This is an optimization exercise on Yosys and OpenROAD, whose aim is small area, not a production implementation. In this exercise RTL edits were held to simulation tests only and were not proved equivalent to the original. Power is estimated from default activity; no workload was simulated.

## flow/config.mk

```make
export PLATFORM = sky130hd
export DESIGN_NAME = systolic_mm_array
export DESIGN_NICKNAME = systolic_mm_array
export VERILOG_FILES = /design/flow/design.v
export SDC_FILE = /design/flow/constraint.sdc
export NUM_CORES = 4
export LEC_CHECK = 0
export CAP_MARGIN = 20
export CORE_MARGIN = 2
export CORE_UTILIZATION = 40
export SLEW_MARGIN = 20
```

## flow/constraint.sdc

```tcl
create_clock -name core_clock -period 7.0 [get_ports {clk}]
set_input_delay 1.4000 -clock core_clock [delete_from_list [all_inputs] [get_ports {clk}]]
set_output_delay 1.4000 -clock core_clock [all_outputs]
set_load 0.01 [all_outputs]
```

## flow/design.v

```verilog
`default_nettype none
package systolic_pkg;
  typedef enum logic [1:0] {
    IDLE  = 2'd0,
    LOAD  = 2'd1,
    RUN   = 2'd2,
    DRAIN = 2'd3
  } state_t;
  function automatic int lat(input int n);
    lat = 2 * n;
  endfunction
  function automatic int cnt_w(input int n);
    cnt_w = $clog2(2 * n + 1);
  endfunction
endpackage
`default_nettype wire
`default_nettype none
module systolic_pe #(
  parameter int DATA_W = 8,
  parameter int ACC_W  = 16
) (
  input  logic              clk,
  input  logic              rst,
  input  logic              w_load,
  input  logic [DATA_W-1:0] w_in,
  input  logic [DATA_W-1:0] a_in,
  input  logic [ACC_W-1:0]  psum_in,
  output logic [DATA_W-1:0] a_out,
  output logic [ACC_W-1:0]  psum_out
);
  logic [DATA_W-1:0] weight;
  logic [ACC_W-1:0]  a_ext;
  logic [ACC_W-1:0]  w_ext;
  assign a_ext = {{(ACC_W-DATA_W){1'b0}}, a_in};
  assign w_ext = {{(ACC_W-DATA_W){1'b0}}, weight};
  always_ff @(posedge clk) begin
    if (rst) begin
      weight   <= '0;
      a_out    <= '0;
      psum_out <= '0;
    end else begin
      if (w_load) weight <= w_in;
      a_out    <= a_in;
      psum_out <= psum_in + a_ext * w_ext;
    end
  end
endmodule
`default_nettype wire
`default_nettype none
module systolic_mm_array
#(
  parameter int N      = 8,
  parameter int DATA_W = 8,
  parameter int ACC_W  = 16
) (
  input  logic                clk,
  input  logic                rst,
  input  logic                w_valid,
  output logic                w_ready,
  input  logic [N*DATA_W-1:0] w_data,
  input  logic                in_valid,
  output logic                in_ready,
  input  logic [N*DATA_W-1:0] a_in,
  output logic                out_valid,
  output logic [N*ACC_W-1:0]  y_out,
  output logic                busy
);
  localparam int LAT = systolic_pkg::lat(N);
  localparam int CW  = systolic_pkg::cnt_w(N);
  localparam int RW  = $clog2(N);
  systolic_pkg::state_t state, state_nxt;
  logic [RW-1:0]  row_cnt;
  logic [CW-1:0]  in_flight;
  logic [LAT-1:0] vpipe;
  logic           w_fire, in_fire;
  logic [N-1:0]   row_load;
  logic [DATA_W-1:0] a_link    [N][N];
  logic [DATA_W-1:0] a_unused  [N];
  logic [ACC_W-1:0]  psum_link [N+1][N];
  logic [ACC_W-1:0]  col_aligned [N];
  assign w_fire  = w_valid && w_ready;
  assign in_fire = in_valid && in_ready;
  always_ff @(posedge clk) begin
    if (rst) state <= systolic_pkg::IDLE;
    else     state <= state_nxt;
  end
  always_comb begin
    state_nxt = state;
    w_ready   = 1'b0;
    in_ready  = 1'b0;
    busy      = 1'b1;
    case (state)
      systolic_pkg::IDLE: begin
        w_ready = 1'b1;
        busy    = 1'b0;
        if (w_valid) state_nxt = systolic_pkg::LOAD;
      end
      systolic_pkg::LOAD: begin
        w_ready = 1'b1;
        if (w_valid && row_cnt == RW'(N-1)) state_nxt = systolic_pkg::RUN;
      end
      systolic_pkg::RUN: begin
        in_ready = 1'b1;
        if (w_valid) state_nxt = systolic_pkg::DRAIN;
      end
      systolic_pkg::DRAIN: begin
        if (in_flight == '0) state_nxt = systolic_pkg::IDLE;
      end
      default: state_nxt = systolic_pkg::IDLE;
    endcase
  end
  always_ff @(posedge clk) begin
    if (rst) begin
      row_cnt <= '0;
    end else if (w_fire) begin
      row_cnt <= (row_cnt == RW'(N-1)) ? '0 : row_cnt + RW'(1);
    end
  end
  always_ff @(posedge clk) begin
    if (rst) begin
      in_flight <= '0;
    end else begin
      case ({in_fire, vpipe[LAT-1]})
        2'b10:   in_flight <= in_flight + CW'(1);
        2'b01:   in_flight <= in_flight - CW'(1);
        default: in_flight <= in_flight;
      endcase
    end
  end
  always_ff @(posedge clk) begin
    if (rst) begin
      vpipe     <= '0;
      out_valid <= 1'b0;
    end else begin
      vpipe     <= {vpipe[LAT-2:0], in_fire};
      out_valid <= vpipe[LAT-1];
    end
  end
  for (genvar i = 0; i < N; i++) begin : g_row
    logic [DATA_W-1:0] skew [i+1];
    assign row_load[i] = w_fire && (row_cnt == RW'(i));
    always_ff @(posedge clk) begin
      if (rst) begin
        for (int k = 0; k <= i; k++) skew[k] <= '0;
      end else begin
        skew[0] <= in_fire ? a_in[i*DATA_W +: DATA_W] : '0;
        for (int k = 1; k <= i; k++) skew[k] <= skew[k-1];
      end
    end
    assign a_link[i][0] = skew[i];
  end
  for (genvar j = 0; j < N; j++) begin : g_top
    assign psum_link[0][j] = '0;
  end
  for (genvar i = 0; i < N; i++) begin : g_pe_row
    for (genvar j = 0; j < N; j++) begin : g_pe_col
      if (j == N-1) begin : g_last
        systolic_pe #(.DATA_W(DATA_W), .ACC_W(ACC_W)) u_pe (
          .clk      (clk),
          .rst      (rst),
          .w_load   (row_load[i]),
          .w_in     (w_data[j*DATA_W +: DATA_W]),
          .a_in     (a_link[i][j]),
          .psum_in  (psum_link[i][j]),
          .a_out    (a_unused[i]),
          .psum_out (psum_link[i+1][j])
        );
      end else begin : g_mid
        systolic_pe #(.DATA_W(DATA_W), .ACC_W(ACC_W)) u_pe (
          .clk      (clk),
          .rst      (rst),
          .w_load   (row_load[i]),
          .w_in     (w_data[j*DATA_W +: DATA_W]),
          .a_in     (a_link[i][j]),
          .psum_in  (psum_link[i][j]),
          .a_out    (a_link[i][j+1]),
          .psum_out (psum_link[i+1][j])
        );
      end
    end
  end
  for (genvar j = 0; j < N; j++) begin : g_col
    if (j == N-1) begin : g_direct
      assign col_aligned[j] = psum_link[N][j];
    end else begin : g_delay
      localparam int D = N - 1 - j;
      logic [ACC_W-1:0] dly [D];
      always_ff @(posedge clk) begin
        if (rst) begin
          for (int k = 0; k < D; k++) dly[k] <= '0;
        end else begin
          dly[0] <= psum_link[N][j];
          for (int k = 1; k < D; k++) dly[k] <= dly[k-1];
        end
      end
      assign col_aligned[j] = dly[D-1];
    end
  end
  always_ff @(posedge clk) begin
    if (rst) begin
      y_out <= '0;
    end else if (vpipe[LAT-1]) begin
      for (int j = 0; j < N; j++) y_out[j*ACC_W +: ACC_W] <= col_aligned[j];
    end
  end
endmodule
`default_nettype wire
```

## flow/run.sh

```bash
#!/bin/bash
# synth_recipe.tcl (not shown) runs the flow's synth.tcl, then flattens the netlist and writes it again
# the make line also repeats each setting of config.mk as NAME=value (left out here)
make -C /OpenROAD-flow-scripts/flow DESIGN_CONFIG=/design/flow/config.mk WORK_HOME=/design/flow/orfs CLKGATE_MAP_FILE= SYNTH_SCRIPT=/design/flow/synth_recipe.tcl finish
```

==> results_dict.tcl <==
set metrics [dict create \
    status "complete, no violations" \
    ys_seq_area_frac 0.242 \
    die-area_sq_um 600000 \
    fin_tns_setup_ps 0 \
    ys.flop_type "dfxtp_1" \
    crit_type "reg -> reg" \
    syn_avg_cell_area_sq_um 8.93 \
    synthesis.nets 32100 \
    pre_cts_ws_ps 2360 \
    worstSetupEndpointType "flop" \
    dr.pass1.iters 6 \
    cp.arrival_ps 5510 \
    tritoncts "done" \
    postSynth.asyncResetShare 0 \
    ant_nets 0 \
    holdCritStartpoint "g_row[5].skew[0][7]" \
    drt_wl_total_mm 514 \
    peakVddDrop_mv 0.185 \
    syn_area_sq_um 237000 \
    regArea_sq_um 57600 \
    synth_top_cell_by_area "fa_1" \
    r2r_slack_ps 2320 \
    hold_viol_final 0 \
    fillCellCount 58000 \
    grt_max_degree 184 \
    powerDensity_nw_per_um2 143 \
    timing.rr.end "g_pe_row[5].g_pe_col[4].g_mid.u_pe.psum_out[15]" \
    track_usage 0.171 \
    ys_types 81 \
    period_minus_slack_ps 4680 \
    slowest_stage "fa_1" \
    finalSetupViolCount 0 \
    slowest_delay_ps 550 \
    fin_ws_ps 2320 \
    rr_worst_depth 15 \
    synth_warnings 39 \
    cts_max_path_buffers 4 \
    layout-drive-gt1-share 0.0275 \
    synthCells 26600 \
    crit_fanout 9 \
    post_cts_buffers 0 \
    use_met3 0.0165 \
    die_x_um 774 \
    fmax_mhz 213 \
    hold_end "g_row[5].skew[1][7]" \
    wl_per_cell_um 14.9 \
    grtUsageMet2 0.279 \
    layout_commonest_cell "inv_1" \
    path_common_cell "fa_1" \
    pin_count 264 \
    dp_hpwl_mm 416 \
    maxCapViolCount 0 \
    numClockSinks 2875 \
    timing.final.max_slew_violations 0 \
    grtUsageMet1 0.248 \
    crit-reg2reg-launch "g_pe_row[5].g_pe_col[4].g_mid.u_pe.weight[3]" \
    overflow 0 \
    antenna_found_initial 42 \
    worst_pin_slew_ps 1190 \
    crit_required_ps 7830 \
    drc 0 \
    clkLatencyLatePin_ps 980 \
    viasPerCell 4.59 \
    place_congestion 0.855 \
    h-tree-depth 5 \
    clock_skew_ps 86.3 \
    ys_top_cells_by_area "fa_1, dfxtp_1, ha_1" \
    fin_crit_sh 0.669 \
    grt_first_pass_wirelength_mm 854 \
    cts-resized-gates 0 \
    path_cells "nand2_1 > fa_1 > fa_1 > inv_1 > fa_1 > inv_1 > fa_1 > inv_1 > ha_1 > a21oi_2 > nor2b_1 > o41ai_2 > or4b_1 > and3_1 > o21a_1" \
    postCtsHoldBufs 0 \
    die_y_um 774 \
    relSlewSlack 0.205 \
    layout.cells.non_filler 34500 \
    synth_top_area_frac 0.260 \
    layout_common_cells "inv_1, nand2_1, fa_1" \
    power_mw 36.9 \
    initial_core_util 0.402 \
    grt_pass1_vias 162000 \
    drt_iter0_markers 7981 \
    synth_seq_cells 2875 \
    hold_path_depth 1 \
    dr_total_vias 158000 \
    start_kind "flop" \
    num_rows 282 \
    fin_nets 31900 \
    cts_made_buffers 334 \
    rsz0062_at_grt "no" \
    area_growth_pct 8.96 \
    p_leak_nw 127 \
    synth_enable_flop_cells 0 \
    cts-root-buf "clkbuf_16" \
    worstHoldPathType "reg -> reg" \
    place_inst 33900 \
    coreArea_sq_um 591000 \
    clk_pin_slew_ps 60 \
    busiest_layer "met2" \
    numPortBuffers 263 \
    multi_input_comb_area_sq_um 154000 \
]
-- synth_stat cells, types with 252 or more instances --
cell	instances
fa_1	3089
nand2_1	3175
a21oi_1	854
xor2_1	252
xnor2_1	334
nor2b_1	1555
inv_1	5829
ha_1	2263
dfxtp_1	2875
and2_1	2307
nor2_1	1044
clkbuf_1	709
o21ai_0	407
-- logic make-up (layout without fill, tap and decap cells) --
family | count (synthesis) | in the layout | share of synthesized area
other | 0 | 9 | 0
flip-flops | 2875 | 2875 | 0.242
buffers and inverters | 6684 | 6772 | 0.107
multiplexers | 165 | 165 | 0.00714
adder cells (fa/ha/maj) | 5352 | 5352 | 0.380
AO/OA/AOI/OAI | 2247 | 2247 | 0.0588
XOR/XNOR | 586 | 586 | 0.0216
AND/OR/NAND/NOR | 8668 | 8668 | 0.183
-- worst max-delay path, delay by kind of cell, from the launching register on --
kind	cells	cell delay [ps]
adders and majority gates	5	2360
and+or+nand+nor	4	880
AOI/OAI and AO/OA	3	620
DFF	1	510
buffers and inverters	3	150
-- flip-flops by register name, summed over array words and instances (netlist names), 16 cells and up --
register	flops
g_pe_row.g_pe_col.g_mid.u_pe.psum_out	896
g_col.g_delay.dly	448
g_pe_row.g_pe_col.g_mid.u_pe.a_out	448
g_pe_row.g_pe_col.g_mid.u_pe.weight	448
g_row.skew	288
g_pe_row.g_pe_col.g_last.u_pe.psum_out	128
y_out	128
g_pe_row.g_pe_col.g_last.u_pe.weight	64
vpipe	16
-- per-layer routing --
layer / wire length, um / share of wire
met1: 256000 / 0.50
met2: 228000 / 0.44
met3: 18200 / 0.035
met4: 11400 / 0.022
met5: 25 / 0.000049
-- report_power, final --
group / switching [mW] / leakage [nW] / internal (mW)
logic: 1.07 / 97.9 / 0.390
registers: 0.504 / 23.2 / 16.6
clock network: 7.32 / 5.67 / 11.0
-- stage by stage --
stage	util	instance area, sq um	hold slack, ps
2_1_floorplan	-	237000	414
6_report	0.438	259000	381
5_1_grt	0.438	259000	383
3_3_place_gp	0.418	247000	416
3_5_place_dp	0.418	247000	420
4_1_cts	0.438	259000	372
-- worst max-delay path by stage --
stage / start / endpoint / slack (ps) / cells past startpoint
floorplan: g_pe_row[7].g_pe_col[4].g_mid.u_pe.a_out[5] / g_pe_row[7].g_pe_col[5].g_mid.u_pe.psum_out[15] / 2590 / 16
global placement: g_pe_row[7].g_pe_col[4].g_mid.u_pe.a_out[5] / g_pe_row[7].g_pe_col[5].g_mid.u_pe.psum_out[15] / 2350 / 15
detailed placement: g_pe_row[5].g_pe_col[3].g_mid.u_pe.a_out[5] / g_pe_row[5].g_pe_col[4].g_mid.u_pe.psum_out[15] / 2360 / 15
CTS: g_pe_row[5].g_pe_col[4].g_mid.u_pe.weight[3] / g_pe_row[5].g_pe_col[4].g_mid.u_pe.psum_out[15] / 2300 / 15
global route: g_pe_row[6].g_pe_col[6].g_mid.u_pe.weight[0] / g_pe_row[6].g_pe_col[6].g_mid.u_pe.psum_out[14] / 2060 / 15
finish: g_pe_row[5].g_pe_col[4].g_mid.u_pe.weight[3] / g_pe_row[5].g_pe_col[4].g_mid.u_pe.psum_out[15] / 2320 / 15
-- layout make-up --
type,instances,share of cell area
Antenna cell,9,0.0000871
Inverter,5829,0.0846
Tap cell,7810,0.0378
Clock inverter,157,0.00803
Sequential cell,2875,0.223
Clock buffer,452,0.0371
Timing Repair Buffer,334,0.0128
Multi-Input combinational cell,17000,0.597

separate check: timing with driven ports:
The flow's constraints put no driver on any port. The routed layout listed below was extracted and timed again, unchanged, in two steps.
Step 1, drivers: a clkbuf_16 drives clk and a buf_2 each remaining input, both assumed.
Step 2 times the ports against the registers' clock, not the clock port: input delays grow and output delays shrink by t, the midpoint of the rising clock arrivals with the driver on.
a / b / c = ideal ports / drivers / drivers and shift; a / b = the first two.
t, ns: 1.070
setup WS [ns]: 2.316 / 2.316 / 2.316
worst setup path at the end: register to register
slew at the worst register clock pin (ns): 0.07 / 0.07
After both steps this run still meets setup and hold. The setup slack of this run moves by 0.000 ns with the drivers and by 0.000 ns with both steps.
